From an optimization exercise on the open Yosys and OpenROAD flow, aimed at small area, a short achievable clock period and few clock cycles; shortcuts taken in it are not production practice.
The RTL was checked by simulation tests, not by an equivalence proof against the original design.

File: flow/run.sh
#!/bin/bash
# synth_recipe.tcl (not shown) runs the flow's synth.tcl, then flattens the netlist and writes it again
# the make line also repeats each setting of config.mk as NAME=value (left out here)
make -C /OpenROAD-flow-scripts/flow DESIGN_CONFIG=/design/flow/config.mk WORK_HOME=/design/flow/orfs CLKGATE_MAP_FILE= SYNTH_SCRIPT=/design/flow/synth_recipe.tcl finish
File: flow/design.v
package cordic_pkg;
    localparam int unsigned XW    = 22;
    localparam int unsigned YW    = 21;
    localparam int unsigned ZW    = 23;
    localparam int unsigned FRAC  = 20;
    localparam int unsigned ITERS = 16;
    localparam logic [31:0] NAN_Q = 32'h7FC0_0000;
    function automatic int unsigned yw(input int i);
        yw = (i < 4) ? YW : 24 - i;
    endfunction
    function automatic logic [ZW-1:0] atan_lut(input int i);
        case (i)
            0:       atan_lut = 23'h0C90FE;
            1:       atan_lut = 23'h076B1A;
            2:       atan_lut = 23'h03EB6F;
            3:       atan_lut = 23'h01FD5C;
            4:       atan_lut = 23'h00FFAB;
            5:       atan_lut = 23'h007FF5;
            6:       atan_lut = 23'h003FFF;
            7:       atan_lut = 23'h002000;
            8:       atan_lut = 23'h001000;
            9:       atan_lut = 23'h000800;
            10:      atan_lut = 23'h000400;
            11:      atan_lut = 23'h000200;
            12:      atan_lut = 23'h000100;
            13:      atan_lut = 23'h000080;
            14:      atan_lut = 23'h000040;
            15:      atan_lut = 23'h000020;
            default: atan_lut = '0;
        endcase
    endfunction
endpackage
import cordic_pkg::*;
module cordic_vec_stage #(
    parameter int unsigned I  = 0,
    parameter int unsigned WI = YW,
    parameter int unsigned WO = YW
) (
    input  logic [XW-1:0] x,
    input  logic [WI-1:0] y,
    output logic [XW-1:0] x_nxt,
    output logic [WO-1:0] y_nxt,
    output logic          pos
);
    logic          neg;
    logic [XW+I+WI-1:0] yext;
    logic [XW-1:0] ysh;
    logic [XW-1:0] xsh;
    logic [XW:0]   xsum;
    logic [WO:0]   ysum;
    assign neg = y[WI-1];
    assign yext = {{(XW+I){y[WI-1]}}, y};
    assign ysh  = yext[I +: XW];    
    assign xsh = x >> I;
    assign xsum  = {x, 1'b1} + {ysh ^ {XW{neg}}, neg};
    assign ysum  = {y[WO-1:0], 1'b1} + {xsh[WO-1:0] ^ {WO{~neg}}, ~neg};
    assign x_nxt = xsum[XW:1];
    assign y_nxt = ysum[WO:1];
    assign pos   = ~neg;
endmodule
import cordic_pkg::*;
module cordic_atan_vec
#(
    parameter int unsigned SIn  = 4,
    parameter int unsigned SMid = 9
) (
    input  logic        clock,
    input  logic        aclr,
    input  logic        clk_en,
    input  logic        start,
    input  logic [31:0] dataa,
    input  logic [31:0] datab,
    output logic [31:0] result,
    output logic        done
);
    localparam int unsigned S1 = SIn;
    localparam int unsigned S2 = SIn + SMid;
    localparam int unsigned MW = 21;     
    function automatic logic [FRAC-1:0] fix_mag(input logic [30:0] f);
        logic [7:0]  e;
        logic [23:0] mant;
        logic [7:0]  sh;
        e    = f[30:23];
        mant = {1'b1, f[22:0]};
        sh   = 8'(127 + 23 - FRAC) - e;
        if (e == 8'd0)          fix_mag = '0;
        else if (e >= 8'd127)   fix_mag = '1;
        else if (sh > 8'd23)    fix_mag = '0;
        else                    fix_mag = FRAC'(mant >> sh);
    endfunction
    logic              operand_err;
    logic [FRAC-1:0]   xmag, ymag;
    logic [XW-1:0]     x_in;
    logic [YW-1:0]     y_in;
    assign operand_err = dataa[31] || (dataa[30:23] == 8'h00) ||
                         (dataa[30:23] == 8'hFF) || (datab[30:23] == 8'hFF);
    assign xmag = fix_mag(dataa[30:0]);
    assign ymag = fix_mag(datab[30:0]);
    assign x_in = XW'(xmag);
    assign y_in = datab[31] ? YW'(-{1'b0, ymag}) : YW'({1'b0, ymag});
    logic [XW-1:0]    xi [ITERS];
    logic [YW-1:0]    yi [ITERS];
    logic [XW-1:0]    xo [ITERS];
    logic [YW-1:0]    yo [ITERS];
    logic [ITERS-1:0] po;
    logic [XW-1:0]    r0_x, r1_x;
    logic [YW-1:0]    r0_y, r1_y;
    logic [ITERS-1:0] r0_p, r1_p;
    logic             r0_err, r1_err;
    logic             s1_q, r1v_q, done_q;
    for (genvar k = 0; k < ITERS; k++) begin : g_stage
        if (k == 0 && S1 != 0) begin : g_in
            assign xi[k] = x_in;
            assign yi[k] = y_in;
        end else if (k == S1) begin : g_r0
            assign xi[k] = r0_x;
            assign yi[k] = r0_y;
        end else if (k == S2) begin : g_r1
            assign xi[k] = r1_x;
            assign yi[k] = r1_y;
        end else begin : g_chain
            assign xi[k] = xo[k-1];
            assign yi[k] = yo[k-1];
        end
        localparam int unsigned WI = cordic_pkg::yw(k);
        localparam int unsigned WO = cordic_pkg::yw(k + 1);
        logic [WO-1:0] y_nxt;
        logic [YW+WO-1:0] y_ext;
        cordic_vec_stage #(.I(k), .WI(WI), .WO(WO)) u_stage (
            .x     (xi[k]),
            .y     (yi[k][WI-1:0]),
            .x_nxt (xo[k]),
            .y_nxt (y_nxt),
            .pos   (po[k])
        );
        assign y_ext = {{YW{y_nxt[WO-1]}}, y_nxt};
        assign yo[k] = y_ext[YW-1:0];
    end
    logic [XW-1:0]    c0_x, c1_x;
    logic [YW-1:0]    c0_y, c1_y;
    logic [ITERS-1:0] c0_p, c1_p, fin_p;
    if (S1 == 0) begin : g_c0_direct
        assign c0_x = x_in;
        assign c0_y = y_in;
    end else begin : g_c0_chain
        assign c0_x = xo[S1-1];
        assign c0_y = yo[S1-1];
    end
    assign c1_x = xo[S2-1];
    assign c1_y = yo[S2-1];
    for (genvar k = 0; k < ITERS; k++) begin : g_pos
        assign c0_p[k]  = (k < S1) ? po[k] : 1'b0;
        assign c1_p[k]  = (k < S1) ? r0_p[k] : (k < S2) ? po[k] : 1'b0;
        assign fin_p[k] = (k < S2) ? r1_p[k] : po[k];
    end
    always_ff @(posedge clock) begin
        r0_x   <= c0_x;
        r0_y   <= c0_y;
        r0_p   <= c0_p;
        r0_err <= operand_err;
        if (s1_q) begin
            r1_x   <= c1_x;
            r1_y   <= c1_y;
            r1_p   <= c1_p;
            r1_err <= r0_err;
        end
    end
    always_ff @(posedge clock) begin
        if (aclr) begin
            s1_q   <= 1'b0;
            r1v_q  <= 1'b0;
            done_q <= 1'b0;
        end else begin
            s1_q <= clk_en && start;
            if (clk_en) begin
                r1v_q  <= 1'b0;
                done_q <= !start && (done_q || s1_q || r1v_q);
            end else begin
                r1v_q  <= r1v_q || s1_q;
            end
        end
    end
    localparam logic [ZW-1:0] ASum = 23'h1BE462;   
    logic [ZW-1:0] zc, z;
    always_comb begin
        zc = ZW'(-ASum);
        for (int i = 0; i < 7; i++) begin
            zc = zc + (fin_p[i] ? ZW'(cordic_pkg::atan_lut(i) << 1) : ZW'(0));
        end
    end
    assign z = zc + ZW'({fin_p[7], fin_p[8], fin_p[9], fin_p[10], fin_p[11],
                         fin_p[12], fin_p[13], fin_p[14], fin_p[15], 6'b0});
    logic [MW-1:0] m, n1, n2, n3, n4, n5;
    logic [4:0]    lz;
    assign m  = z[ZW-1] ? MW'(-z) : z[MW-1:0];
    assign lz[4] = (m[MW-1 -: 16] == '0);
    assign n1    = lz[4] ? (m << 16) : m;
    assign lz[3] = (n1[MW-1 -: 8] == '0);
    assign n2    = lz[3] ? (n1 << 8) : n1;
    assign lz[2] = (n2[MW-1 -: 4] == '0);
    assign n3    = lz[2] ? (n2 << 4) : n2;
    assign lz[1] = (n3[MW-1 -: 2] == '0);
    assign n4    = lz[1] ? (n3 << 2) : n3;
    assign lz[0] = !n4[MW-1];
    assign n5    = lz[0] ? (n4 << 1) : n4;
    always_comb begin
        if (r1_err)          result = NAN_Q;
        else if (!n5[MW-1])  result = 32'h0;
        else                 result = {z[ZW-1], 8'(127 + MW - 1 - FRAC) - 8'(lz), n5[MW-2:0], 3'b0};
    end
    assign done = done_q;
endmodule
File: flow/config.mk
export PLATFORM = sky130hd
export DESIGN_NAME = cordic_atan_vec
export DESIGN_NICKNAME = cordic_atan_vec
export VERILOG_FILES = /design/flow/design.v
export SDC_FILE = /design/flow/constraint.sdc
export NUM_CORES = 4
export LEC_CHECK = 0
export ABC_AREA = 1
export CAP_MARGIN = 20
export CORE_MARGIN = 2
export CORE_UTILIZATION = 50
export PLACE_DENSITY = 0.6
export SLEW_MARGIN = 20
File: flow/constraint.sdc
create_clock -name core_clock -period 22.0 [get_ports {clock}]
set_input_delay 4.4000 -clock core_clock [delete_from_list [all_inputs] [get_ports {clock}]]
set_output_delay 4.4000 -clock core_clock [all_outputs]
set_load 0.01 [all_outputs]
==> results of run 1 <==
per-layer routing:
layer	wire, µm	vias up	track usage	part of all wire
met4	1540	2	0.0539	0.014
li1	-	18000	-	-
met2	48500	780	0.490	0.45
met1	51700	15900	0.416	0.48
met5	8	-	0	0.000075
met3	5200	81	0.0291	0.049
through the flow:
| stage | utilization | hold slack [ns] | std cells | instance area, µm² |
|---|---|---|---|---|
| floorplan | - | 0.386 | 5449 | 34500 |
| global placement | 0.530 | 0.389 | 6345 | 36300 |
| detailed placement | 0.530 | 0.390 | 6345 | 36300 |
| CTS | 0.534 | 0.410 | 6361 | 36600 |
| global route | 0.535 | 0.426 | 6364 | 36600 |
| finish | 0.535 | 0.410 | 6366 | 36600 |
worst max-delay path: cells and delay by family (launching register included):
family                     cells  cell delay, ns
DFF                            1            1.03
AOI/OAI and AO/OA             18            5.07
and+or+nand+nor               48            6.94
adders and majority gates      9            3.15
xor gates and xnor gates      12            2.92
buffers and inverters          9            0.83
layout make-up:
class                      instances  area (µm²)  area share
multi-input combinational       4569       29100       0.795
timing repair buffer             107        1060      0.0288
antenna                            2        5.00    0.000137
clock buffer                      10         250     0.00683
sequential                        97        2410      0.0659
inverter                         693        2610      0.0713
clock inverter                     6        77.6     0.00212
tap                              882        1100      0.0301
cell usage after synthesis, types with 7 or more instances:
library cell               number
sky130_fd_sc_hd__o21bai_1      28
sky130_fd_sc_hd__nand2_2       63
sky130_fd_sc_hd__buf_2         11
sky130_fd_sc_hd__xor2_2         8
sky130_fd_sc_hd__dfxtp_1       50
sky130_fd_sc_hd__a211oi_1      23
sky130_fd_sc_hd__nor4_1        19
sky130_fd_sc_hd__nand2_1     1298
sky130_fd_sc_hd__nor2_1       380
sky130_fd_sc_hd__nor3_1        60
sky130_fd_sc_hd__clkbuf_1      41
sky130_fd_sc_hd__or2_2         16
sky130_fd_sc_hd__xnor2_1      185
sky130_fd_sc_hd__inv_2         34
sky130_fd_sc_hd__fa_1          55
sky130_fd_sc_hd__nor2_2        20
sky130_fd_sc_hd__a21o_1        23
sky130_fd_sc_hd__a21boi_0      20
sky130_fd_sc_hd__buf_1         25
sky130_fd_sc_hd__nand2_4       15
sky130_fd_sc_hd__o31ai_1       14
sky130_fd_sc_hd__a31oi_1       33
sky130_fd_sc_hd__nand3_2       23
sky130_fd_sc_hd__edfxtp_1      47
sky130_fd_sc_hd__nand4_1       72
sky130_fd_sc_hd__a221oi_1       7
sky130_fd_sc_hd__inv_1        651
sky130_fd_sc_hd__nand3_1      342
sky130_fd_sc_hd__o211ai_1      25
sky130_fd_sc_hd__xor2_1       584
sky130_fd_sc_hd__o21a_1        11
sky130_fd_sc_hd__a21oi_1      408
sky130_fd_sc_hd__o21ai_1       21
sky130_fd_sc_hd__o21ai_0      268
sky130_fd_sc_hd__mux2i_1        7
sky130_fd_sc_hd__buf_4          9
sky130_fd_sc_hd__o22ai_1       21
sky130_fd_sc_hd__ha_1         420
sky130_fd_sc_hd__nand3b_1      14
how the worst max path moves through the flow:
stage                         from         end  slack (ns)  cells past startpoint
after floorplan           r0_y[19]    r1_y[10]        4.14                    101
after global placement    r1_y[10]  result[19]        1.90                     72
after detailed placement  r1_y[10]  result[14]        1.98                     72
after CTS                 r1_y[10]  result[14]        1.53                     72
after global routing      r0_y[19]    r1_y[10]        0.05                     99
final                     r0_y[19]    r1_y[10]        1.76                     96
sequential cells by signal (all words and copies together) (netlist names):
signal and cells:
r1_p 13, r0_p 4, r0_y 20, r0_x 22
r1_err 1, s1_q 1, r0_err 1, r1v_q 1
r1_x 22, done_q 1, r1_y 11
kinds of logic after synthesis:
family	share of synthesized area
other	0.000109
flip-flops	0.0698
adder cells (fa/ha/maj)	0.184
AND/OR/NAND/NOR	0.299
XOR/XNOR	0.202
buffers and inverters	0.0877
multiplexers	0.00203
AO/OA/AOI/OAI	0.154
repair_timing:
item | CTS | global route
hold buffers | 0 | 0
gates resized for setup | 0 | 0
setup endpoints to repair | 0 | 14
setup buffers | 0 | 3
==> results.json, run 1 <==
{
  "design.portCount": 101,
  "worst_hold_startpoint": "r0_p[2]",
  "cts_root_buf": "sky130_fd_sc_hd__clkbuf_16",
  "outcome": "complete, no violations",
  "tritoncts": "done",
  "grt_pass1_vias": 32200,
  "synth_enable_flop_cells": 47,
  "sink_count_of_the_clock_tree": 97,
  "post-route-drc-count": 0,
  "layout.cells.most_common_list": "1297 x sky130_fd_sc_hd__nand2_1, 651 x sky130_fd_sc_hd__inv_1, 583 x sky130_fd_sc_hd__xor2_1, 420 x sky130_fd_sc_hd__ha_1, 408 x sky130_fd_sc_hd__a21oi_1",
  "postSynth.asyncResetShare": 0,
  "regToRegStartpoint": "r0_y[19]",
  "final_net_count": 6020,
  "ys.flop_type": "sky130_fd_sc_hd__dfxtp_1",
  "drt_wl_total_um": 107000,
  "synth_area_leaders": "sky130_fd_sc_hd__ha_1 15%, sky130_fd_sc_hd__xor2_1 15%, sky130_fd_sc_hd__nand2_1 14%",
  "grt_antenna_before_repair": 4,
  "start_kind": "flop",
  "worst-r2r-setup-slack_ns": 1.76,
  "preCtsSetupSlack_ns": 1.98,
  "setup_viol_count_final": 0,
  "critPathMaxFanout": 36,
  "fp.coreArea_mm2": 0.0685,
  "worst_hold_path.num_cells": 0,
  "fp.dieH_um": 267,
  "num-fill-cells": 7294,
  "timing.final.crit_period_ns": 20.24,
  "grt_start_max_net_pins": 49,
  "report.final.slew_viol_count": 0,
  "insertion_delay_ns": 0.41,
  "place_congestion": 0.962,
  "drtIter0Drc": 2794,
  "grt_pass1_wl_um": 170000,
  "synth_top_area_share": 0.152,
  "layout_setup_ws_ns": 1.76,
  "timing.max_slew.rel_slack": 0.283,
  "worstMarginPinSlew_ns": 1.08,
  "hold_violations": 0,
  "htree_num_levels": 3,
  "groute.usage.overall": 0.295,
  "crit_path_frequent_cell": "sky130_fd_sc_hd__nand2_1",
  "site_row_count": 96,
  "initial_core_util": 0.504,
  "globalRoute.totalOverflow": 0,
  "area_delta_synth_final_pct": 6.08,
  "numCtsBuffers": 9,
  "detail_routed_net_length_per_standard_cell_um": 16.8,
  "r2r_end": "r1_y[10]",
  "drtAntennaViolNets": 0,
  "worstRegToRegCells": 96,
  "critPathCaptureType": "flop",
  "cp_slowest_cell": "sky130_fd_sc_hd__dfxtp_2",
  "timing.hold.worst_endpoint": "r1_p[2]",
  "final_common_cell": "sky130_fd_sc_hd__nand2_1",
  "fin_crit_sh": 0.920,
  "synthCells": 5446,
  "yosys_warnings": 8,
  "crit_arrival_ns": 20.39,
  "synth.cell_area_mm2": 0.0345,
  "fp.dieW_um": 267,
  "cts_max_path_buffers": 2,
  "fp.dieArea_mm2": 0.0712,
  "drive_gt1_frac": 0.0451,
  "synth_top_cell_by_area": "sky130_fd_sc_hd__ha_1",
  "clock.fmax_mhz": 49.4,
  "unrepaired_setup_endpoints_after_global_routing": "false",
  "detail_route.first_pass.iterations": 6,
  "via_count": 34800,
  "hold_class": "reg -> reg",
  "finClkSkew_ns": 0.0230,
  "totalNegativeSetupSlack_ns": 0,
  "average_footprint_of_a_synthesized_cell_um2": 6.34,
  "path_clk_slew_ns": 0.09,
  "post_drt_via_cell_ratio": 5.46,
  "timing.max_cap.violations": 0,
  "buffer_ports.inserted": 96,
  "critPathRequiredTime_ns": 22.15,
  "seq_area_frac_synth": 0.0698,
  "ys_seq_elements": 97,
  "worstSetupPathType": "reg -> reg",
  "dpl.hpwl_um": 92300,
  "largest_incremental_delay_on_the_critical_path_ns": 1.03,
  "netlist-cell-type-count": 78
}
Testbench counts, summed over its fixed seeds: cycles 1,600.
==> inputs of run 2 (changes only) <==
--- a/flow/design.v
+++ b/flow/design.v
@@ -63,5 +63,5 @@
 #(
     parameter int unsigned SIn  = 4,
-    parameter int unsigned SMid = 9
+    parameter int unsigned SMid = 8
 ) (
     input  logic        clock,
@@ -78,25 +78,24 @@
     localparam int unsigned MW = 21;     
     function automatic logic [FRAC-1:0] fix_mag(input logic [30:0] f);
-        logic [7:0]  e;
-        logic [23:0] mant;
-        logic [7:0]  sh;
-        e    = f[30:23];
-        mant = {1'b1, f[22:0]};
-        sh   = 8'(127 + 23 - FRAC) - e;
-        if (e == 8'd0)          fix_mag = '0;
-        else if (e >= 8'd127)   fix_mag = '1;
-        else if (sh > 8'd23)    fix_mag = '0;
-        else                    fix_mag = FRAC'(mant >> sh);
+        logic [20:0] sh;
+        sh = {1'b1, f[22:3]} >> (~f[27:23]);
+        if (f[30:23] >= 8'd127)      fix_mag = '1;
+        else if (f[30:28] == 3'b011) fix_mag = sh[FRAC-1:0];
+        else                         fix_mag = '0;
     endfunction
     logic              operand_err;
     logic [FRAC-1:0]   xmag, ymag;
-    logic [XW-1:0]     x_in;
-    logic [YW-1:0]     y_in;
+    logic              yneg;
+    logic [XW-1:0]     x1;
+    logic [YW:0]       y1sum;
+    logic [YW-1:0]     y1;
     assign operand_err = dataa[31] || (dataa[30:23] == 8'h00) ||
                          (dataa[30:23] == 8'hFF) || (datab[30:23] == 8'hFF);
     assign xmag = fix_mag(dataa[30:0]);
     assign ymag = fix_mag(datab[30:0]);
-    assign x_in = XW'(xmag);
-    assign y_in = datab[31] ? YW'(-{1'b0, ymag}) : YW'({1'b0, ymag});
+    assign yneg  = datab[31] && (ymag != '0);
+    assign x1    = XW'(xmag) + XW'(ymag);
+    assign y1sum = {{1'b0, ymag} ^ {YW{yneg}}, 1'b1} + {{1'b0, xmag} ^ {YW{~yneg}}, 1'b1};
+    assign y1    = y1sum[YW:1];
     logic [XW-1:0]    xi [ITERS];
     logic [YW-1:0]    yi [ITERS];
@@ -109,9 +108,9 @@
     logic             r0_err, r1_err;
     logic             s1_q, r1v_q, done_q;
-    for (genvar k = 0; k < ITERS; k++) begin : g_stage
-        if (k == 0 && S1 != 0) begin : g_in
-            assign xi[k] = x_in;
-            assign yi[k] = y_in;
-        end else if (k == S1) begin : g_r0
+    assign xo[0] = x1;
+    assign yo[0] = y1;
+    assign po[0] = !yneg;
+    for (genvar k = 1; k < ITERS; k++) begin : g_stage
+        if (k == S1) begin : g_r0
             assign xi[k] = r0_x;
             assign yi[k] = r0_y;
@@ -140,11 +139,6 @@
     logic [YW-1:0]    c0_y, c1_y;
     logic [ITERS-1:0] c0_p, c1_p, fin_p;
-    if (S1 == 0) begin : g_c0_direct
-        assign c0_x = x_in;
-        assign c0_y = y_in;
-    end else begin : g_c0_chain
-        assign c0_x = xo[S1-1];
-        assign c0_y = yo[S1-1];
-    end
+    assign c0_x = xo[S1-1];
+    assign c0_y = yo[S1-1];
     assign c1_x = xo[S2-1];
     assign c1_y = yo[S2-1];
@@ -182,13 +176,23 @@
     end
     localparam logic [ZW-1:0] ASum = 23'h1BE462;   
+    function automatic logic [ZW-1:0] zpart(input int lo, input int n,
+                                            input int v, input logic [ZW-1:0] base);
+        zpart = base;
+        for (int j = 0; j < n; j++) begin
+            if (v[j]) zpart = zpart + ZW'(cordic_pkg::atan_lut(lo + j) << 1);
+        end
+    endfunction
+    logic [ZW-1:0] g1_tab [16];
+    logic [ZW-1:0] g2_tab [8];
+    for (genvar v = 0; v < 16; v++) begin : g_g1
+        assign g1_tab[v] = zpart(0, 4, v, ZW'(-ASum));
+    end
+    for (genvar v = 0; v < 8; v++) begin : g_g2
+        assign g2_tab[v] = zpart(4, 3, v, '0);
+    end
     logic [ZW-1:0] zc, z;
-    always_comb begin
-        zc = ZW'(-ASum);
-        for (int i = 0; i < 7; i++) begin
-            zc = zc + (fin_p[i] ? ZW'(cordic_pkg::atan_lut(i) << 1) : ZW'(0));
-        end
-    end
-    assign z = zc + ZW'({fin_p[7], fin_p[8], fin_p[9], fin_p[10], fin_p[11],
-                         fin_p[12], fin_p[13], fin_p[14], fin_p[15], 6'b0});
+    assign zc = g1_tab[fin_p[3:0]] + g2_tab[fin_p[6:4]];
+    assign z  = zc + ZW'({fin_p[7], fin_p[8], fin_p[9], fin_p[10], fin_p[11],
+                          fin_p[12], fin_p[13], fin_p[14], fin_p[15], 6'b0});
     logic [MW-1:0] m, n1, n2, n3, n4, n5;
     logic [4:0]    lz;
==> run 2 against run 1 <==
Hold slack got worse by 0.0094 ns. Utilization up 0.31 points. Synthesized cell count decreased by 6.6%. Synthesized area shrank 7.2%.
==> results.json, run 2 <==
{
  "postSynth.asyncResetShare": 0,
  "drt_wl_total_um": 92900,
  "timing.max_slew.rel_slack": 0.261,
  "yosys_warnings": 13,
  "critPathCaptureType": "primary output",
  "finClkSkew_ns": 0.0243,
  "largestRegisters": "r0_x (22), r1_x (22), r0_y (20)",
  "num-fill-cells": 6657,
  "dpl-instance-area_mm2": 0.0337,
  "grt_antenna_before_repair": 0,
  "start_kind": "flop",
  "final_design_area_no_fill_mm2": 0.0340,
  "site_row_count": 92,
  "design.portCount": 101,
  "largest_incremental_delay_on_the_critical_path_ns": 0.55,
  "tritoncts": "done",
  "critPathMaxFanout": 20,
  "synth_enable_flop_cells": 47,
  "netlist-cell-type-count": 74,
  "insertedDiodeCount": 0,
  "dpl.hpwl_um": 80500,
  "cts_max_path_buffers": 2,
  "post-route-drc-count": 0,
  "crit_arrival_ns": 15.66,
  "setup_viol_count_final": 0,
  "final_common_cell": "sky130_fd_sc_hd__nand2_1",
  "area_delta_synth_final_pct": 6.11,
  "fp.dieH_um": 257,
  "synth_area_leaders": "sky130_fd_sc_hd__xor2_1 16%, sky130_fd_sc_hd__ha_1 15%, sky130_fd_sc_hd__nand2_1 14%",
  "post_drt_via_cell_ratio": 5.34,
  "fp.dieW_um": 257,
  "detail_route.first_pass.iterations": 6,
  "fp.dieArea_mm2": 0.0662,
  "drtIter0Drc": 2434,
  "synth_most_common_cell": "sky130_fd_sc_hd__nand2_1",
  "hold_violations": 0,
  "hold_class": "reg -> reg",
  "htree_num_levels": 3,
  "fp.coreArea_mm2": 0.0632,
  "synth_top_cell_by_area": "sky130_fd_sc_hd__xor2_1",
  "ys_seq_elements": 97,
  "r2r_end": "r1_y[11]",
  "outcome": "complete, no violations",
  "fin_crit_sh": 0.912,
  "synth.top_cells.by_count": "1171 x sky130_fd_sc_hd__nand2_1, 586 x sky130_fd_sc_hd__xor2_1, 572 x sky130_fd_sc_hd__inv_1",
  "regToRegStartpoint": "r0_y[19]",
  "crit_path_frequent_cell": "sky130_fd_sc_hd__nand2_1",
  "final_net_count": 5591,
  "synth_top_area_share": 0.160,
  "unrepaired_setup_endpoints_after_global_routing": "false",
  "drive_gt1_frac": 0.0582,
  "critPathRequiredTime_ns": 17.60,
  "report.final.slew_viol_count": 0,
  "worst_hold_path.num_cells": 0,
  "grt_pass1_vias": 29100,
  "insertion_delay_ns": 0.40,
  "ys.flop_type": "sky130_fd_sc_hd__dfxtp_1",
  "seq_area_frac_synth": 0.0753,
  "finalHoldWorstSlack_ns": 0.400,
  "synthCells": 5086,
  "clock.fmax_mhz": 49.9,
  "cp_slowest_cell": "sky130_fd_sc_hd__clkdlybuf4s50_1",
  "layout.cells.most_common_list": "1169 x sky130_fd_sc_hd__nand2_1, 586 x sky130_fd_sc_hd__xor2_1, 572 x sky130_fd_sc_hd__inv_1, 394 x sky130_fd_sc_hd__ha_1, 389 x sky130_fd_sc_hd__a21oi_1",
  "initial_core_util": 0.507,
  "cts_root_buf": "sky130_fd_sc_hd__clkbuf_16",
  "average_footprint_of_a_synthesized_cell_um2": 6.30,
  "worstSetupPathType": "reg -> out",
  "globalRoute.totalOverflow": 0,
  "timing.max_cap.violations": 0,
  "detail_routed_net_length_per_standard_cell_um": 15.6,
  "worst_hold_startpoint": "r0_p[1]",
  "buffer_ports.inserted": 90,
  "via_count": 31800,
  "worst-r2r-setup-slack_ns": 3.45,
  "numCtsBuffers": 9,
  "worstRegToRegCells": 87,
  "sink_count_of_the_clock_tree": 97,
  "totalNegativeSetupSlack_ns": 0,
  "place_congestion": 0.969,
  "timing.hold.worst_endpoint": "r1_p[1]",
  "post-route-util": 0.538,
  "groute.usage.overall": 0.273,
  "path_clk_slew_ns": 0.09,
  "timing.final.crit_period_ns": 20.06,
  "grt_pass1_wl_um": 150000,
  "grt_start_max_net_pins": 42,
  "synth.cell_area_mm2": 0.0321,
  "worstMarginPinSlew_ns": 1.11,
  "drtAntennaViolNets": 0
}
[run 2: changes by cell type after synthesis, sizes merged, moves of 19 or more]
cell,delta
nand3,+24
a21oi,-19
nand2,-107
o21ai,-36
xnor2,-25
inv,-78
o22ai,-19
fa,-41
ha,-26
[run 2: cell type report]
| cell class | count | area, µm² | area share |
|---|---|---|---|
| clock buffers | 9 | 225 | 0.00662 |
| clock inverters | 7 | 65.1 | 0.00191 |
| inverters | 615 | 2310 | 0.0680 |
| multi-input cells | 4282 | 26900 | 0.790 |
| flip-flops and latches | 97 | 2410 | 0.0710 |
| well taps | 846 | 1060 | 0.0311 |
| repair buffers | 110 | 1050 | 0.0309 |
[run 2: worst max-delay path by stage]
stage	from	end	slack [ns]	depth (start not counted)
2_1_floorplan	r1_y[11]	result[29]	5.69	81
3_3_place_gp	r1_y[11]	result[12]	1.79	81
3_5_place_dp	r1_y[11]	result[9]	1.77	81
4_1_cts	r1_y[11]	result[9]	1.28	81
5_1_grt	r1_y[11]	result[11]	0.16	82
6_report	r1_y[11]	result[9]	1.94	82
[run 2: cells by family (layout without fill, tap and decap cells)]
| family | after synthesis | after routing | share of synthesized area |
|---|---|---|---|
| compound gates | 844 | 844 | 0.150 |
| xor+xnor | 755 | 755 | 0.209 |
| fa+ha+maj | 408 | 408 | 0.163 |
| buf+inv | 710 | 741 | 0.0868 |
| flops | 97 | 97 | 0.0753 |
| mux | 6 | 6 | 0.00187 |
| other cells | 1 | 4 | 0.000117 |
| simple gates | 2265 | 2265 | 0.315 |
[run 2: repair_timing]
action                                  4_1_cts  5_1_grt
endpoints found under the setup margin        0       18
hold buffers                                  0        0
setup buffers                                 0        8
gates resized for setup                       0        1
[run 2: per-stage QoR]
| step | cells | worst slack (ns) |
|---|---|---|
| global placement | 5942 | 1.79 |
| CTS | 5958 | 1.28 |
| floorplan | 5089 | 5.69 |
| detailed placement | 5942 | 1.77 |
| finish | 5966 | 1.94 |
| global route | 5966 | 0.161 |
[run 2: worst max-delay path, delay by kind of cell, from the launching register on]
kind	cells	cell delay, ns
adder cells (fa/ha/maj)	5	1.83
AND/OR/NAND/NOR	40	5.91
buffers and inverters	11	2.23
XOR/XNOR	6	1.28
flip-flops	1	0.36
AO/OA/AOI/OAI	20	3.56
[run 2: routing by layer]
| metal | vias up | track usage | wire (µm) |
|---|---|---|---|
| li1 | 16900 | - | - |
| met1 | 14400 | 0.386 | 45400 |
| met2 | 551 | 0.461 | 42900 |
| met3 | 54 | 0.0208 | 3520 |
| met4 | 0 | 0.0394 | 1010 |
| met5 | - | 0 | 0 |
Testbench counts of run 2, summed over its fixed seeds: cycles 1,600.
==> inputs of run 3 (changes only) <==
--- a/flow/config.mk
+++ b/flow/config.mk
@@ -11,3 +11,4 @@
 export CORE_UTILIZATION = 50
 export PLACE_DENSITY = 0.6
+export SETUP_SLACK_MARGIN = 4
 export SLEW_MARGIN = 20
==> run 3 against run 2 <==
Still clean. Setup slack gained 3.1 ns. Non-clock buffer count grew 55. First-iteration DRC count shrank 4.1%. Via count grew 1.5%. Critical path depth shrank 1. Wire length grew 2.4%. Synthesized area is the same. Clock skew shrank 0.0023 ns.
==> results.json, run 3 <==
{
  "sink_count_of_the_clock_tree": 97,
  "num-fill-cells": 6580,
  "seq_area_frac_synth": 0.0753,
  "synth.top_cells.by_count": "1171 x sky130_fd_sc_hd__nand2_1, 586 x sky130_fd_sc_hd__xor2_1, 572 x sky130_fd_sc_hd__inv_1",
  "worstSetupPathType": "reg -> out",
  "setup_viol_count_final": 0,
  "fp.dieH_um": 257,
  "worst_hold_startpoint": "r0_err",
  "fp.coreArea_mm2": 0.0632,
  "hold_class": "reg -> reg",
  "worst_hold_path.num_cells": 0,
  "grt_start_max_net_pins": 42,
  "finalHoldWorstSlack_ns": 0.405,
  "critPathCaptureType": "primary output",
  "detail_routed_net_length_per_standard_cell_um": 15.8,
  "critPathRequiredTime_ns": 17.60,
  "drtAntennaViolNets": 0,
  "place_congestion": 0.969,
  "r2r_end": "r1_x[14]",
  "worstMarginPinSlew_ns": 1.11,
  "ys.flop_type": "sky130_fd_sc_hd__dfxtp_1",
  "drive_gt1_frac": 0.0813,
  "finClkSkew_ns": 0.0220,
  "grt_antenna_before_repair": 0,
  "unrepaired_setup_endpoints_after_global_routing": "false",
  "insertedDiodeCount": 0,
  "synth_area_leaders": "sky130_fd_sc_hd__xor2_1 16%, sky130_fd_sc_hd__ha_1 15%, sky130_fd_sc_hd__nand2_1 14%",
  "average_footprint_of_a_synthesized_cell_um2": 6.30,
  "crit_arrival_ns": 12.54,
  "postSynth.asyncResetShare": 0,
  "timing.max_cap.violations": 0,
  "grt_pass1_vias": 29200,
  "regToRegStartpoint": "r0_y[19]",
  "post-route-drc-count": 0,
  "largest_incremental_delay_on_the_critical_path_ns": 0.54,
  "numCtsBuffers": 9,
  "final_net_count": 5652,
  "cts-hold-fix-buffers": 0,
  "via_count": 32300,
  "synth.cell_area_mm2": 0.0321,
  "grt_pass1_wl_um": 151000,
  "dpl.hpwl_um": 80500,
  "clock.fmax_mhz": 59.0,
  "synth_top_cell_by_area": "sky130_fd_sc_hd__xor2_1",
  "largestRegisters": "r0_x (22), r1_x (22), r0_y (20)",
  "critPathMaxFanout": 20,
  "design.portCount": 101,
  "worstRegToRegCells": 85,
  "insertion_delay_ns": 0.39,
  "tritoncts": "done",
  "htree_num_levels": 3,
  "area_delta_synth_final_pct": 9.31,
  "final_common_cell": "sky130_fd_sc_hd__nand2_1",
  "globalRoute.totalOverflow": 0,
  "drt_wl_total_um": 95100,
  "site_row_count": 92,
  "layout.cells.most_common_list": "1160 x sky130_fd_sc_hd__nand2_1, 573 x sky130_fd_sc_hd__xor2_1, 567 x sky130_fd_sc_hd__inv_1, 392 x sky130_fd_sc_hd__ha_1, 381 x sky130_fd_sc_hd__a21oi_1",
  "netlist-cell-type-count": 74,
  "crit_path_frequent_cell": "sky130_fd_sc_hd__nand2_1",
  "timing.final.crit_period_ns": 16.94,
  "layout.area.seq_mm2": 0.00242,
  "initial_core_util": 0.507,
  "synth_top_area_share": 0.160,
  "totalNegativeSetupSlack_ns": 0,
  "cts_root_buf": "sky130_fd_sc_hd__clkbuf_16",
  "cp_slowest_cell": "sky130_fd_sc_hd__clkdlybuf4s50_1",
  "detail_route.first_pass.iterations": 6,
  "hold_violations": 0,
  "timing.hold.worst_endpoint": "r1_err",
  "groute.usage.overall": 0.275,
  "synthCells": 5086,
  "cts_max_path_buffers": 2,
  "post_drt_via_cell_ratio": 5.37,
  "timing.max_slew.rel_slack": 0.262,
  "synth_most_common_cell": "sky130_fd_sc_hd__nand2_1",
  "drtIter0Drc": 2333,
  "outcome": "complete, no violations",
  "fin_crit_sh": 0.770,
  "report.final.slew_viol_count": 0,
  "yosys_warnings": 13,
  "worst-r2r-setup-slack_ns": 5.51,
  "path_clk_slew_ns": 0.09,
  "buffer_ports.inserted": 90,
  "multi_input_area_mm2": 0.0274,
  "fp.dieW_um": 257,
  "synth_enable_flop_cells": 47,
  "ys_seq_elements": 97,
  "fp.dieArea_mm2": 0.0662,
  "start_kind": "flop"
}
[run 3: cell count changes in the layout (fill, tap and decap cells not counted), sizes merged]
cell / delta
clkdlybuf4s50: -8
clkbuf: +1
clkinvlp: +5
dlymetal6s2s: +8
nand2: +2
inv: -2
nand3: +1
clkinv: -1
o21ai: +1
buf: +54
[run 3: timing repair]
item	in CTS	in global routing
buffers inserted	6	57
endpoints found under the setup margin	55	99
pin swaps	2	20
gates resized for setup	41	89
cloned	1	5
[run 3: worst max-delay path: cells and delay by family, from the launching register on]
| family | cells | cell delay (ns) |
|---|---|---|
| buffers and inverters | 10 | 1.51 |
| XOR/XNOR | 6 | 1.07 |
| adder cells (fa/ha/maj) | 5 | 1.75 |
| AO/OA/AOI/OAI | 20 | 2.96 |
| AND/OR/NAND/NOR | 40 | 4.32 |
| flip-flops | 1 | 0.52 |
[run 3: logic make-up after synthesis]
family | Yosys count | share of synthesized area
mux | 6 | 0.00187
fa+ha+maj | 408 | 0.163
other cells | 1 | 0.000117
compound gates | 844 | 0.150
simple gates | 2265 | 0.315
flops | 97 | 0.0753
buf+inv | 710 | 0.0868
xor+xnor | 755 | 0.209
[run 3: metal layers]
layer / share of wire / GRT usage
met3: 0.039 / 0.0220
met5: 0 / 0
met2: 0.46 / 0.463
met1: 0.49 / 0.388
met4: 0.010 / 0.0396
[run 3: stage by stage]
step | util | worst slack, ns | instances | area [µm²]
after floorplan | - | 5.69 | 5089 | 32100
after detailed placement | 0.533 | 1.77 | 5942 | 33700
after CTS | 0.540 | 4.01 | 5965 | 34200
final | 0.554 | 5.06 | 6027 | 35000
after global placement | 0.533 | 1.79 | 5942 | 33700
after global routing | 0.554 | 3.89 | 6027 | 35000
[run 3: area by class of cell]
type | count | share of cell area
Clock buffer | 9 | 0.00643
Clock inverter | 7 | 0.00186
Inverter | 615 | 0.0668
Multi-Input combinational cell | 4286 | 0.781
Sequential cell | 97 | 0.0690
Tap cell | 846 | 0.0302
Timing Repair Buffer | 165 | 0.0447
Timing Repair inverter | 2 | 0.000286
[run 3: worst max path at each step]
| stage | from | to | slack [ns] |
|---|---|---|---|
| 2_1_floorplan | r1_y[11] | result[29] | 5.69 |
| 3_3_place_gp | r1_y[11] | result[12] | 1.79 |
| 3_5_place_dp | r1_y[11] | result[9] | 1.77 |
| 4_1_cts | r1_y[11] | result[9] | 4.01 |
| 5_1_grt | r1_y[11] | result[27] | 3.89 |
| 6_report | r1_y[11] | result[27] | 5.06 |
==> inputs of run 4 (changes only) <==
--- a/flow/config.mk
+++ b/flow/config.mk
@@ -11,4 +11,4 @@
 export CORE_UTILIZATION = 50
 export PLACE_DENSITY = 0.6
-export SETUP_SLACK_MARGIN = 4
+export SETUP_SLACK_MARGIN = 5
 export SLEW_MARGIN = 20
==> run 4 against run 3 <==
Still clean. Utilization increased by 1.7 points. Die area unchanged. Maximum frequency increased by 2.9%. Count of clock-buffer cells in the layout unchanged. Final area increased by 3.0%. Sequential cell count unchanged. Highest routed layer unchanged.
==> results.json, run 4 <==
{
  "timing.max_cap.violations": 0,
  "fin_crit_sh": 0.748,
  "outcome": "complete, no violations",
  "fp.dieH_um": 257,
  "layout.area.seq_mm2": 0.00242,
  "worst_hold_startpoint": "r0_err",
  "grt_pass1_vias": 29500,
  "critPathRequiredTime_ns": 17.60,
  "unrepaired_setup_endpoints_after_global_routing": "false",
  "ys_seq_elements": 97,
  "report.final.slew_viol_count": 0,
  "sink_count_of_the_clock_tree": 97,
  "fp.dieArea_mm2": 0.0662,
  "cts_root_buf": "sky130_fd_sc_hd__clkbuf_16",
  "detailroute.wirelength.met2_um": 45000,
  "insertedDiodeCount": 0,
  "synth_top_cell_by_area": "sky130_fd_sc_hd__xor2_1",
  "dpl.hpwl_um": 80500,
  "post-route-drc-count": 0,
  "r2r_end": "r1_y[11]",
  "worst-r2r-setup-slack_ns": 6.15,
  "groute.usage.overall": 0.279,
  "globalRoute.totalOverflow": 0,
  "yosys_warnings": 13,
  "initial_core_util": 0.507,
  "path_clk_slew_ns": 0.09,
  "worstMarginPinSlew_ns": 1.17,
  "synth.top_cells.by_count": "1171 x sky130_fd_sc_hd__nand2_1, 586 x sky130_fd_sc_hd__xor2_1, 572 x sky130_fd_sc_hd__inv_1",
  "drive_gt1_frac": 0.112,
  "grt_start_max_net_pins": 42,
  "timing.hold.worst_endpoint": "r1_err",
  "via_count": 32800,
  "synth_enable_flop_cells": 47,
  "grt_pass1_wl_um": 153000,
  "final_design_area_no_fill_mm2": 0.0361,
  "detail_route.first_pass.iterations": 5,
  "site_row_count": 92,
  "fp.coreArea_mm2": 0.0632,
  "largestRegisters": "r0_x (22), r1_x (22), r0_y (20)",
  "start_kind": "flop",
  "detail_routed_net_length_per_standard_cell_um": 16.0,
  "htree_num_levels": 3,
  "hold_class": "reg -> reg",
  "setup_viol_count_final": 0,
  "regToRegStartpoint": "r0_y[19]",
  "numCtsBuffers": 9,
  "wl_met1_um": 46900,
  "fp.dieW_um": 257,
  "clock.fmax_mhz": 60.8,
  "finalHoldWorstSlack_ns": 0.405,
  "netlist-cell-type-count": 74,
  "totalNegativeSetupSlack_ns": 0,
  "critPathMaxFanout": 6,
  "insertion_delay_ns": 0.40,
  "largest_incremental_delay_on_the_critical_path_ns": 0.57,
  "average_footprint_of_a_synthesized_cell_um2": 6.30,
  "finish.cell_count_without_fillers": 6079,
  "numPlacedInstances": 5942,
  "drtAntennaViolNets": 0,
  "multi_input_area_mm2": 0.0280,
  "worstSetupPathType": "reg -> out",
  "post_drt_via_cell_ratio": 5.39,
  "crit_arrival_ns": 12.06,
  "cts-hold-fix-buffers": 0,
  "layout_setup_ws_ns": 5.54,
  "preCtsSetupSlack_ns": 1.77,
  "synth_area_leaders": "sky130_fd_sc_hd__xor2_1 16%, sky130_fd_sc_hd__ha_1 15%, sky130_fd_sc_hd__nand2_1 14%",
  "seq_area_frac_synth": 0.0753,
  "drt_wl_total_um": 97300,
  "tritoncts": "done",
  "finClkSkew_ns": 0.0230,
  "worstRegToRegCells": 85,
  "critPathCaptureType": "primary output",
  "buffer_ports.inserted": 90,
  "synth_most_common_cell": "sky130_fd_sc_hd__nand2_1",
  "ys.flop_type": "sky130_fd_sc_hd__dfxtp_1",
  "cts_max_path_buffers": 2,
  "detailroute.wirelength.met3_um": 4140,
  "hold_violations": 0,
  "synthCells": 5086,
  "layout.cells.most_common_list": "1141 x sky130_fd_sc_hd__nand2_1, 564 x sky130_fd_sc_hd__inv_1, 562 x sky130_fd_sc_hd__xor2_1, 386 x sky130_fd_sc_hd__ha_1, 370 x sky130_fd_sc_hd__a21oi_1",
  "timing.max_slew.rel_slack": 0.221,
  "top_signal_layer_used": "met4",
  "final_common_cell": "sky130_fd_sc_hd__nand2_1",
  "synth_top_area_share": 0.160,
  "crit_path_frequent_cell": "sky130_fd_sc_hd__nand2_2",
  "final_net_count": 5704,
  "dpl-instance-area_mm2": 0.0337,
  "grt_antenna_before_repair": 0,
  "drtIter0Drc": 2672,
  "design.portCount": 101,
  "timing.final.crit_period_ns": 16.46,
  "synth.cell_area_mm2": 0.0321,
  "area_delta_synth_final_pct": 12.6,
  "cp_slowest_cell": "sky130_fd_sc_hd__fa_1",
  "num-fill-cells": 6454,
  "postSynth.asyncResetShare": 0,
  "place_congestion": 0.969,
  "worst_hold_path.num_cells": 0
}
-- run 4: changes by cell type in the layout (fill, tap and decap cells not counted), moves of 9 or more --
cell                              before   now
sky130_fd_sc_hd__a21oi_1             381   370
sky130_fd_sc_hd__buf_4                67   104
sky130_fd_sc_hd__clkbuf_2              0    12
sky130_fd_sc_hd__clkdlybuf4s50_1      82    64
sky130_fd_sc_hd__nand2_1            1160  1141
sky130_fd_sc_hd__nand2_2              85   102
sky130_fd_sc_hd__nor2_1              367   358
sky130_fd_sc_hd__nor2_2               32    41
sky130_fd_sc_hd__o21ai_0             210   196
sky130_fd_sc_hd__xor2_1              573   562
sky130_fd_sc_hd__xor2_2               18    27
-- run 4: final cells by class --
cell class,count,share of cell area
repair buffers,214,0.0542
clock inverters,7,0.00180
well taps,846,0.0293
multi-input cells,4290,0.776
repair inverters,1,0.000208
inverters,615,0.0652
clock buffers,9,0.00624
flip-flops and latches,97,0.0670
-- run 4: critical path: cells and delay by family, from the launching register on --
kind	cells	cell delay, ns
AND/OR/NAND/NOR	37	3.75
AO/OA/AOI/OAI	21	2.83
adder cells (fa/ha/maj)	5	1.84
buffers and inverters	14	1.64
XOR/XNOR	6	1.04
flip-flops	1	0.52
-- run 4: routing by layer --
layer | vias up | track usage
met3 | 68 | 0.0209
met1 | 15000 | 0.395
met4 | 0 | 0.0422
met2 | 682 | 0.468
met5 | - | 0
li1 | 17100 | -
-- run 4: metrics by stage --
step | utilization
after global routing | 0.571
after CTS | 0.549
after detailed placement | 0.533
final | 0.571
after global placement | 0.533
after floorplan | -
-- run 4: logic make-up after synthesis --
kind of cell | share of synthesized area
simple gates | 0.315
compound gates | 0.150
xor+xnor | 0.209
buf+inv | 0.0868
fa+ha+maj | 0.163
flops | 0.0753
mux | 0.00187
other cells | 0.000117
-- run 4: how the worst max path moves through the flow --
stage,cells past startpoint,slack [ns],end,from
floorplan,81,5.69,result[29],r1_y[11]
global placement,81,1.79,result[12],r1_y[11]
detailed placement,81,1.77,result[9],r1_y[11]
CTS,79,4.97,result[9],r1_y[11]
global route,82,4.74,result[14],r1_y[11]
finish,83,5.54,result[14],r1_y[11]
-- run 4: what timing repair did --
| item | 4_1_cts | 5_1_grt |
|---|---|---|
| gates cloned | 7 | 5 |
| pin swaps | 17 | 75 |
| resized for setup | 103 | 233 |
| setup buffers | 40 | 69 |
| endpoints found under the setup margin | 103 | 100 |
| endpoints found under the hold margin | 0 | 0 |
==> inputs of run 5 (changes only) <==
--- a/flow/config.mk
+++ b/flow/config.mk
@@ -9,6 +9,6 @@
 export CAP_MARGIN = 20
 export CORE_MARGIN = 2
-export CORE_UTILIZATION = 50
-export PLACE_DENSITY = 0.6
+export CORE_UTILIZATION = 65
+export PLACE_DENSITY = 0.75
 export SETUP_SLACK_MARGIN = 5
 export SLEW_MARGIN = 20
==> run 5 against run 4 <==
Highest routed layer unchanged. Die area fell by 23%. Hold slack improved by 0.0066 ns. Critical endpoint unchanged. Non-clock buffer count fell by 32. Sequential share of layout area rose by 0.16 points. Register-to-register slack got worse by 0.28 ns. Setup slack improved by 0.076 ns. Critical path depth fell by 5. Wire length fell by 2.0%. Count of clock-buffer cells in the layout rose by 1.
==> results.json, run 5 <==
{
  "outcome": "complete, no violations",
  "fp.dieArea_mm2": 0.0511,
  "drive_gt1_frac": 0.0925,
  "site_row_count": 81,
  "synth_area_leaders": "sky130_fd_sc_hd__xor2_1 16%, sky130_fd_sc_hd__ha_1 15%, sky130_fd_sc_hd__nand2_1 14%",
  "critPathMaxFanout": 7,
  "fp.coreArea_mm2": 0.0488,
  "yosys_warnings": 13,
  "groute.layer.met3.usage": 0.0392,
  "timing.max_slew.rel_slack": 0.435,
  "seq_area_frac_synth": 0.0753,
  "met1_usage": 0.455,
  "layout.cells.most_common_list": "1155 x sky130_fd_sc_hd__nand2_1, 566 x sky130_fd_sc_hd__inv_1, 566 x sky130_fd_sc_hd__xor2_1, 391 x sky130_fd_sc_hd__ha_1, 381 x sky130_fd_sc_hd__a21oi_1",
  "grt_antenna_before_repair": 1,
  "preCtsSetupSlack_ns": 1.92,
  "fin_crit_sh": 0.745,
  "synth_top_cell_by_area": "sky130_fd_sc_hd__xor2_1",
  "start_kind": "flop",
  "numPlacedInstances": 5756,
  "dpl.hpwl_um": 77400,
  "totalNegativeSetupSlack_ns": 0,
  "largestRegisters": "r0_x (22), r1_x (22), r0_y (20)",
  "average_footprint_of_a_synthesized_cell_um2": 6.30,
  "cts-hold-fix-buffers": 0,
  "design.portCount": 101,
  "insertedDiodeCount": 0,
  "timing.max_cap.violations": 0,
  "insertion_delay_ns": 0.39,
  "synth_top_area_share": 0.160,
  "synthCells": 5086,
  "buffer_ports.inserted": 90,
  "detail_route.first_pass.iterations": 8,
  "synth_most_common_cell": "sky130_fd_sc_hd__nand2_1",
  "fp.dieW_um": 226,
  "crit_path_frequent_cell": "sky130_fd_sc_hd__nand2_1",
  "grt_pass1_vias": 29800,
  "ys_seq_elements": 97,
  "multi_input_area_mm2": 0.0276,
  "final_common_cell": "sky130_fd_sc_hd__nand2_1",
  "synth.top_cells.by_count": "1171 x sky130_fd_sc_hd__nand2_1, 586 x sky130_fd_sc_hd__xor2_1, 572 x sky130_fd_sc_hd__inv_1",
  "cts_max_path_buffers": 2,
  "netlist-cell-type-count": 74,
  "hold_violations": 0,
  "layout_setup_ws_ns": 5.62,
  "setup_viol_count_final": 0,
  "numCtsBuffers": 9,
  "synth.cell_area_mm2": 0.0321,
  "grt_pass1_wl_um": 147000,
  "critPathRequiredTime_ns": 17.60,
  "synth_enable_flop_cells": 47,
  "report.final.slew_viol_count": 0,
  "drt_wl_total_um": 95300,
  "sink_count_of_the_clock_tree": 97,
  "detail_routed_net_length_per_standard_cell_um": 16.3,
  "post_drt_via_cell_ratio": 5.83,
  "htree_num_levels": 3,
  "initial_core_util": 0.656,
  "globalRoute.busiestLayer": "met2",
  "grt_start_max_net_pins": 49,
  "layout.area.seq_mm2": 0.00242,
  "groute.usage.overall": 0.351,
  "crit_arrival_ns": 11.98,
  "via_count": 34200,
  "unrepaired_setup_endpoints_after_global_routing": "true",
  "globalRoute.totalOverflow": 0,
  "critPathCaptureType": "primary output",
  "tritoncts": "done",
  "postSynth.asyncResetShare": 0,
  "area_delta_synth_final_pct": 9.90,
  "worstMarginPinSlew_ns": 0.844,
  "timing.final.crit_period_ns": 16.38,
  "largest_incremental_delay_on_the_critical_path_ns": 0.51,
  "worstSetupPathType": "reg -> out",
  "finish.cell_count_without_fillers": 5862,
  "path_clk_slew_ns": 0.09,
  "final_net_count": 5669,
  "cp_slowest_cell": "sky130_fd_sc_hd__fa_1",
  "globalRouteMet2Util": 0.607,
  "ys.flop_type": "sky130_fd_sc_hd__dfxtp_1",
  "cts_root_buf": "sky130_fd_sc_hd__clkbuf_16",
  "drtAntennaViolNets": 0,
  "clock.fmax_mhz": 61.0,
  "num-fill-cells": 4408,
  "place_congestion": 1.00,
  "fp.dieH_um": 226,
  "drtIter0Drc": 2815,
  "post-route-drc-count": 0,
  "hold_class": "reg -> reg",
  "finClkSkew_ns": 0.0181
}
run 5: cell counts after synthesis:
No cell type changed its count.
run 5: routing by layer:
layer / vias to the layer above / share of wire / routed length [µm]
li1: 17000 / - / -
met1: 15700 / 0.43 / 41100
met5: - / 0 / 0
met4: 0 / 0.034 / 3280
met3: 230 / 0.065 / 6190
met2: 1247 / 0.47 / 44700
run 5: critical path, delay by kind of cell (launching register included):
family | cells | cell delay [ns]
adder cells (fa/ha/maj) | 5 | 1.69
AO/OA/AOI/OAI | 24 | 3.37
buffers and inverters | 11 | 1.36
AND/OR/NAND/NOR | 31 | 3.54
XOR/XNOR | 7 | 1.16
flip-flops | 1 | 0.47
run 5: cell type report:
type | instances | share of cell area
clock inverter | 6 | 0.00163
sequential | 97 | 0.0686
tap | 664 | 0.0236
inverter | 615 | 0.0666
timing repair inverter | 2 | 0.000355
timing repair buffer | 182 | 0.0492
clock buffer | 10 | 0.00650
multi-input combinational | 4286 | 0.783
run 5: final timing paths:
kind	from	endpoint	slack [ns]	depth (start not counted)
max	r1_y[11]	result[14]	5.62	78
min	r0_p[3]	r1_p[3]	0.41	0
max reg2reg	r0_y[19]	r1_y[11]	5.87	85
min reg2reg	r0_p[3]	r1_p[3]	0.41	0
run 5: per-stage QoR:
step                 util  instance area (µm²)  hold slack [ns]
global route        0.721                35200            0.429
floorplan               -                32100            0.386
CTS                 0.701                34200            0.414
detailed placement  0.684                33400            0.394
finish              0.721                35200            0.412
global placement    0.684                33400            0.388
run 5: cell families (layout without fill, tap and decap cells):
kind of cell               count (synthesis)  after routing  share of synthesized area
AOI/OAI and AO/OA                        844            844                      0.150
xor gates and xnor gates                 755            755                      0.209
adders and majority gates                408            408                      0.163
buffers and inverters                    710            815                     0.0868
DFF                                       97             97                     0.0753
muxes                                      6              6                    0.00187
other                                      1              4                   0.000117
and+or+nand+nor                         2265           2269                      0.315
run 5: repair_timing:
action / in CTS / in global routing
endpoints found under the setup margin: 97 / 94
resized for setup: 76 / 161
setup buffers: 26 / 57
pin swaps: 7 / 43
cloned: 2 / 4
==> inputs of run 6 (changes only) <==
--- a/flow/config.mk
+++ b/flow/config.mk
@@ -10,4 +10,5 @@
 export CORE_MARGIN = 2
 export CORE_UTILIZATION = 65
+export GPL_ROUTABILITY_DRIVEN = 0
 export PLACE_DENSITY = 0.75
 export SETUP_SLACK_MARGIN = 5
==> run 6 against run 5 <==
Synthesized area is the same. Register-to-register slack improved by 0.09 ns. Critical path type unchanged. Largest cell class unchanged. Non-clock buffer count decreased by 8. Cell count down 0.15%. Critical path depth grew 4. Still clean on timing, DRC and antenna. Critical endpoint is now result[16]. Utilization increased by 0.082 points. Clock skew shrank 0.0039 ns.
==> results.json, run 6 <==
{
  "design.portCount": 101,
  "cp_slowest_cell": "sky130_fd_sc_hd__fa_1",
  "post-route-util": 0.722,
  "timing.final.crit_period_ns": 16.65,
  "drive_gt1_frac": 0.0985,
  "groute.layer.met3.usage": 0.0451,
  "report.final.slew_viol_count": 0,
  "tritoncts": "done",
  "sink_count_of_the_clock_tree": 97,
  "synth_simple_gate_area_frac": 0.315,
  "insertedDiodeCount": 0,
  "cts-hold-fix-buffers": 0,
  "outcome": "complete, no violations",
  "final_common_cell": "sky130_fd_sc_hd__nand2_1",
  "post_drt_via_cell_ratio": 5.76,
  "hold_violations": 0,
  "synth_enable_flop_cells": 47,
  "dpl.hpwl_um": 76000,
  "cts_root_buf": "sky130_fd_sc_hd__clkbuf_16",
  "fp.dieArea_mm2": 0.0511,
  "path_clk_slew_ns": 0.07,
  "globalRouteMet2Util": 0.603,
  "fp.coreArea_mm2": 0.0488,
  "htree_num_levels": 3,
  "seq_area_frac_synth": 0.0753,
  "totalNegativeSetupSlack_ns": 0,
  "synth_top_area_share": 0.160,
  "synth_compound_area_frac": 0.150,
  "final_net_count": 5660,
  "synthCells": 5086,
  "ys.flop_type": "sky130_fd_sc_hd__dfxtp_1",
  "timing.max_cap.violations": 0,
  "fin_crit_sh": 0.757,
  "start_kind": "flop",
  "synth_adder_area_share": 0.163,
  "critPathMaxFanout": 12,
  "grt_pass1_wl_um": 145000,
  "drt_wl_total_um": 93800,
  "fp.dieH_um": 226,
  "globalRoute.busiestLayer": "met2",
  "average_footprint_of_a_synthesized_cell_um2": 6.30,
  "layout.cells.most_common_list": "1144 x sky130_fd_sc_hd__nand2_1, 565 x sky130_fd_sc_hd__xor2_1, 562 x sky130_fd_sc_hd__inv_1, 390 x sky130_fd_sc_hd__ha_1, 375 x sky130_fd_sc_hd__a21oi_1",
  "insertion_delay_ns": 0.40,
  "crit_path_frequent_cell": "sky130_fd_sc_hd__nand3_1",
  "worstMarginPinSlew_ns": 0.908,
  "critPathRequiredTime_ns": 17.60,
  "post-route-drc-count": 0,
  "finalHoldWorstSlack_ns": 0.406,
  "unrepaired_setup_endpoints_after_global_routing": "true",
  "detail_route.first_pass.iterations": 7,
  "critPathCaptureType": "primary output",
  "globalRoute.totalOverflow": 0,
  "groute.usage.overall": 0.347,
  "via_count": 33700,
  "crit_arrival_ns": 12.25,
  "site_row_count": 81,
  "synth_area_leaders": "sky130_fd_sc_hd__xor2_1 16%, sky130_fd_sc_hd__ha_1 15%, sky130_fd_sc_hd__nand2_1 14%",
  "ys_seq_elements": 97,
  "synth.top_cells.by_count": "1171 x sky130_fd_sc_hd__nand2_1, 586 x sky130_fd_sc_hd__xor2_1, 572 x sky130_fd_sc_hd__inv_1",
  "grt_pass1_vias": 29400,
  "yosys_warnings": 13,
  "yosys-mux-area-fraction": 0.00187,
  "numPlacedInstances": 5755,
  "area_delta_synth_final_pct": 10.0,
  "synth.cell_area_mm2": 0.0321,
  "hold_class": "reg -> reg",
  "num-fill-cells": 4460,
  "initial_core_util": 0.656,
  "buffer_ports.inserted": 90,
  "finClkSkew_ns": 0.0142,
  "synth_top_cell_by_area": "sky130_fd_sc_hd__xor2_1",
  "largestRegisters": "r0_x (22), r1_x (22), r0_y (20)",
  "drtAntennaViolNets": 0,
  "postSynth.asyncResetShare": 0,
  "finish.cell_count_without_fillers": 5853,
  "timing.max_slew.rel_slack": 0.393,
  "yosys.area_share.xor_xnor": 0.209,
  "worstSetupPathType": "reg -> out",
  "largest_incremental_delay_on_the_critical_path_ns": 0.57,
  "netlist-cell-type-count": 74,
  "clock.fmax_mhz": 60.1,
  "synth_most_common_cell": "sky130_fd_sc_hd__nand2_1",
  "setup_viol_count_final": 0,
  "grt_antenna_before_repair": 0,
  "fp.dieW_um": 226,
  "grt_start_max_net_pins": 43,
  "met1_usage": 0.448,
  "drtIter0Drc": 2875,
  "cts_max_path_buffers": 2,
  "detail_routed_net_length_per_standard_cell_um": 16.0,
  "numCtsBuffers": 9,
  "dominant_combinational_cell_family_by_area_after_synthesis": "simple AND/OR/NAND/NOR gates"
}
run 6: cell counts after synthesis:
Identical to the previous run, type by type.
run 6: final timing paths:
kind,start,end,slack (ns),cells after the start
worst min-delay path,r0_p[3],r1_p[3],0.41,0
worst min register to register,r0_p[3],r1_p[3],0.41,0
worst max-delay path,r1_y[11],result[16],5.35,82
worst max register to register,r0_y[19],r1_x[14],5.96,96
run 6: layout make-up:
cell class / count / area, µm² / share of cell area
clock inverters: 7 / 71.3 / 0.00202
repair inverters: 1 / 7.51 / 0.000213
multi-input cells: 4286 / 27700 / 0.786
well taps: 664 / 831 / 0.0236
flip-flops and latches: 97 / 2420 / 0.0685
inverters: 615 / 2360 / 0.0670
clock buffers: 9 / 225 / 0.00639
repair buffers: 174 / 1640 / 0.0466
run 6: what timing repair did:
| action | CTS | global route |
|---|---|---|
| gates cloned | 3 | 3 |
| resized for setup | 63 | 221 |
| pin swaps | 16 | 48 |
| buffers inserted | 28 | 48 |
| setup endpoints to repair | 91 | 99 |
run 6: metal layers:
layer	vias up	share of wire
li1	17000	-
met1	15300	0.43
met2	1201	0.47
met3	225	0.068
met4	0	0.032
met5	-	0
run 6: worst max-delay path, delay by kind of cell (launching register included):
kind / cells / cell delay (ns)
DFF: 1 / 0.50
and+or+nand+nor: 40 / 4.85
adders and majority gates: 5 / 1.73
xor gates and xnor gates: 6 / 1.00
buffers and inverters: 11 / 1.17
AOI/OAI and AO/OA: 20 / 2.56
run 6: cell families after synthesis:
kind of cell | count (synthesis)
XOR/XNOR | 755
flip-flops | 97
multiplexers | 6
adder cells (fa/ha/maj) | 408
buffers and inverters | 710
other | 1
AO/OA/AOI/OAI | 844
AND/OR/NAND/NOR | 2265
run 6: per-stage QoR:
stage	setup WS, ns	instance area [µm²]
floorplan	5.69	32100
global placement	2.04	33400
detailed placement	1.74	33400
CTS	5.00	34200
global route	4.57	35300
finish	5.35	35300

[afterwards: timing with drivers on the ports]
The flow's constraints put no driver on any port. The routed layouts listed below were extracted and timed again, unchanged, in two steps.
Step 1 sets driving cells, clkbuf_16 on the clock port and buf_2 on the other inputs (assumed; they add their load-dependent delay and slew).
Step 2 also shifts input and output timing later by t, the mid clock arrival at the registers, as if the neighbouring blocks saw the same clock.
Three values: no drivers, after step 1, after step 2; two values: the first two.
| run | t (ns) | slack for setup (ns) | worst setup path at the end |
|---|---|---|---|
| run 1 | 0.461 | 1.756 / 1.756 / 1.756 | register to register |
| run 2 | 0.446 | 1.941 / 1.880 / 2.326 | register to output |
| run 3 | 0.444 | 5.065 / 5.005 / 4.697 | input to register |
| run 4 | 0.445 | 5.543 / 5.483 / 5.594 | input to register |
| run 5 | 0.443 | 5.620 / 5.558 / 5.419 | input to register |
| run 6 | 0.454 | 5.348 / 5.284 / 5.609 | input to register |
After both steps every run listed still meets setup and hold. For run 3, which loses most, drivers alone change the setup slack by -0.060 ns; drivers and shift together by -0.368 ns.
